Background: an optimization exercise with open tools, aiming at small area, a short achievable clock period and few clock cycles per item. Do not read the settings as production practice.
Only simulation tests tie the RTL to the original design; equivalence was not proved.

## fpu
module fpu (
  input  logic        clk,
  input  logic        rst,
  input  logic        wb_cyc_i,
  input  logic        wb_stb_i,
  input  logic        wb_we_i,
  input  logic [4:0]  wb_adr_i,
  input  logic [31:0] wb_dat_i,
  output logic [31:0] wb_dat_o,
  output logic        wb_ack_o
);
clock: 11.5 ns
lec_check: 0
abc_area: 1
cap_margin: 20
core_margin: 2
core_utilization: 40
slew_margin: 20
standard.sh (not shown) runs the stock make flow with config.mk's settings and CLKGATE_MAP_FILE= SYNTH_SCRIPT=/design/flow/synth_recipe.tcl, a recipe that flattens the netlist after the stock synthesis.
==> flow/flow/run.sh <==
#!/bin/bash
set -euo pipefail
bash standard.sh SETUP_SLACK_MARGIN=6.5 finish > standard_flow.log 2>&1
The starting point went through all stages and came out clean.
Testbench counts at the start, summed over its fixed seeds: cycles 28,792, ops 2,400.
Change:
--- a/flow/design.v
+++ b/flow/design.v
@@ -65,36 +65,36 @@
   wire wr_b     = wr_req & (wb_adr_i == 5'h04);
   wire wr_c     = wr_req & (wb_adr_i == 5'h08);
   wire go_addsub = cmd_go & (wop[2:1] == 2'b00);
   always_ff @(posedge clk) begin
     if (wr_a) reg_a <= wb_dat_i;
     if (wr_b) reg_b <= wb_dat_i;
     if (wr_c) reg_c <= wb_dat_i;
   end
   always_ff @(posedge clk) begin
     if (rst) wb_ack_o <= 1'b0;
     else     wb_ack_o <= bus_req;
   end
-  logic [31:0] rd_data;
+  logic [4:0] adr_q;
+  always_ff @(posedge clk) adr_q <= wb_adr_i;
   always_comb begin
-    case (wb_adr_i)
-      5'h00:   rd_data = reg_a;
-      5'h04:   rd_data = reg_b;
-      5'h08:   rd_data = reg_c;
-      5'h10:   rd_data = res_nz ? reg_res : 32'h0;
-      5'h14:   rd_data = {28'h0, overrun, illegal, done | res_we, busy & ~res_we};
-      default: rd_data = 32'h0;
+    case (adr_q)
+      5'h00:   wb_dat_o = reg_a;
+      5'h04:   wb_dat_o = reg_b;
+      5'h08:   wb_dat_o = reg_c;
+      5'h10:   wb_dat_o = res_nz ? reg_res : 32'h0;
+      5'h14:   wb_dat_o = {28'h0, overrun, illegal, done, busy};
+      default: wb_dat_o = 32'h0;
     endcase
   end
-  always_ff @(posedge clk) wb_dat_o <= rd_data;
   logic [2:0]  eng_st;
   logic [31:0] acc;           
   logic [7:0]  esum;
   logic        psign;
   logic        xld;           
   logic [31:0] x_op, y_op;
   logic [1:0]  fsm;
   logic restart_pend;
   wire  restart_req = wr_a | wr_b | go_addsub;
   wire  eng_restart = rst | ((restart_req | restart_pend) & (fsm != F_WAITX));
   logic [7:0] bd_q;           
   wire [7:0]  a_e1 = (reg_a[30:23] == 8'd0) ? 8'd1 : reg_a[30:23];
Outcome:
- critical path depth is lower by 7
- via count is lower by 4.0%
- setup slack gets worse by 0.052 ns
- cell area is lower by 2.8%
- maximum frequency is lower by 1.0%
- synthesized cell count is lower by 2.5%
- die area is lower by 1.9%
- register-to-register slack gets worse by 0.02 ns
- count of clock-buffer cells in the layout is lower by 1
- core utilization is lower by 0.42 points
- global-route usage is lower by 2.6 points
- non-clock buffer count is lower by 12
Testbench counts after the change, summed over its fixed seeds: cycles 28,792, ops 2,400.

--- another note on this design; it stands on its own ---

old:
// fpu
module fpu (
  input  logic        clk,
  input  logic        rst,
  input  logic        wb_cyc_i,
  input  logic        wb_stb_i,
  input  logic        wb_we_i,
  input  logic [4:0]  wb_adr_i,
  input  logic [31:0] wb_dat_i,
  output logic [31:0] wb_dat_o,
  output logic        wb_ack_o
);
  localparam logic [2:0] E_S0 = 3'd0, E_S1 = 3'd1, E_S2 = 3'd2, E_NORM = 3'd3, E_IDLE = 3'd4, E_W = 3'd5;
  localparam logic [1:0] F_IDLE = 2'd0, F_EVAL = 2'd1, F_WAITX = 2'd2, F_ADD2 = 2'd3;
  logic [31:0] reg_a, reg_b, reg_c, reg_res;
  logic        busy, done, illegal, overrun, res_nz;
  logic        res_we;
  logic [31:0] res_d;
  wire bus_req  = wb_cyc_i & wb_stb_i & ~wb_ack_o;
  wire wr_req   = bus_req & wb_we_i;
  wire cmd_wr   = wr_req & (wb_adr_i == 5'h0C);
  wire [2:0] wop = wb_dat_i[2:0];
  wire op_legal = (wop <= 3'd4);
  wire cmd_go   = cmd_wr & op_legal & ~busy;
  wire wr_a     = wr_req & (wb_adr_i == 5'h00);
  wire wr_b     = wr_req & (wb_adr_i == 5'h04);
  wire wr_c     = wr_req & (wb_adr_i == 5'h08);
  wire go_addsub = cmd_go & (wop[2:1] == 2'b00);
  always_ff @(posedge clk) begin
    if (wr_a) reg_a <= wb_dat_i;
    if (wr_b) reg_b <= wb_dat_i;
    if (wr_c) reg_c <= wb_dat_i;
  end
  always_ff @(posedge clk) begin
    if (rst) wb_ack_o <= 1'b0;
    else     wb_ack_o <= bus_req;
  end
  logic [4:0] adr_q;
  always_ff @(posedge clk) adr_q <= wb_adr_i;
  always_comb begin
    case (adr_q)
      5'h00:   wb_dat_o = reg_a;
      5'h04:   wb_dat_o = reg_b;
      5'h08:   wb_dat_o = reg_c;
      5'h10:   wb_dat_o = res_nz ? reg_res : 32'h0;
      5'h14:   wb_dat_o = {28'h0, overrun, illegal, done, busy};
      default: wb_dat_o = 32'h0;
    endcase
  end
  logic [2:0]  eng_st;
  logic [31:0] acc;           
  logic [7:0]  esum;
  logic        psign;
  logic        xld;           
  logic [31:0] x_op, y_op;
  logic [1:0]  fsm;
  logic restart_pend;
  ...
Size in the first run: about 75 I/O pins, roughly 31000 µm² of cells after synthesis.
Settings: LEC_CHECK=0, ABC_AREA=1, CAP_MARGIN=20, CORE_MARGIN=2, CORE_UTILIZATION=40, CTS_BUF_LIST=sky130_fd_sc_hd__clkbuf_8, CTS_CLUSTER_SIZE=30, SLEW_MARGIN=20; clock period 11.5 ns.
standard.sh (not shown) runs the stock make flow with config.mk's settings and CLKGATE_MAP_FILE= SYNTH_SCRIPT=/design/flow/synth_recipe.tcl, a recipe that flattens the netlist after the stock synthesis.
==> flow/flow/run.sh <==
#!/bin/bash
set -euo pipefail
bash standard.sh SETUP_SLACK_MARGIN=6.5 finish > standard_flow.log 2>&1
Testbench counts of old, summed over its fixed seeds: cycles 28,792, ops 2,400.
Inputs modified between old and new:
- removing CTS_CLUSTER_SIZE (formerly 30)
- removing CTS_BUF_LIST (formerly sky130_fd_sc_hd__clkbuf_8)
==> flow/flow/run.sh <==
#!/bin/bash
set -euo pipefail
bash standard.sh SETUP_SLACK_MARGIN=6.75 finish > standard_flow.log 2>&1
[summary]
met2 wirelength from detailed routing in new is 1.3 mm higher than in old
Count of clock-buffer cells in the layout delta for new relative to old: 19% lower
Global-route wire length before repair is lower on old

## separate check: timing with driven ports
In the flow no input, the clock included, has a driving cell. The finished layouts below were timed again as built, in two steps.
Step 1 assumes that a clkbuf_16 drives the clock port and a buf_2 every other input.
Step 2 adds t to the input delays and takes it off the output delays; t is the mean of the earliest and latest rising clock arrival at the registers after step 1. Input paths then give back, and output paths get back, about the clock's delay inside the block.
Slacks: ideal ports / drivers / drivers and shift; pairs: ideal ports / drivers.
run | shift t [ns] | setup slack, ns | hold WS [ns] | latest minus earliest clock arrival (ns) | worst register clock-pin slew, ns
the first run of note 1 | 0.670 | 6.575 / 6.598 / 5.948 | 0.435 / 0.435 / 0.435 | 0.034 / 0.034 | 0.07 / 0.07
the second run of note 1 | 0.661 | 6.523 / 6.453 / 6.099 | 0.478 / 0.478 / 0.478 | 0.042 / 0.043 | 0.07 / 0.07
old | 0.744 | 6.434 / 6.373 / 6.020 | 0.478 / 0.478 / 0.478 | 0.085 / 0.085 | 0.08 / 0.08
new | 0.661 | 6.601 / 6.535 / 6.315 | 0.481 / 0.481 / 0.481 | 0.040 / 0.041 | 0.07 / 0.07
After both steps setup and hold are still met in every run listed. For the first run of note 1, which loses most, drivers alone change the setup slack by +0.023 ns; drivers and shift together by -0.627 ns.
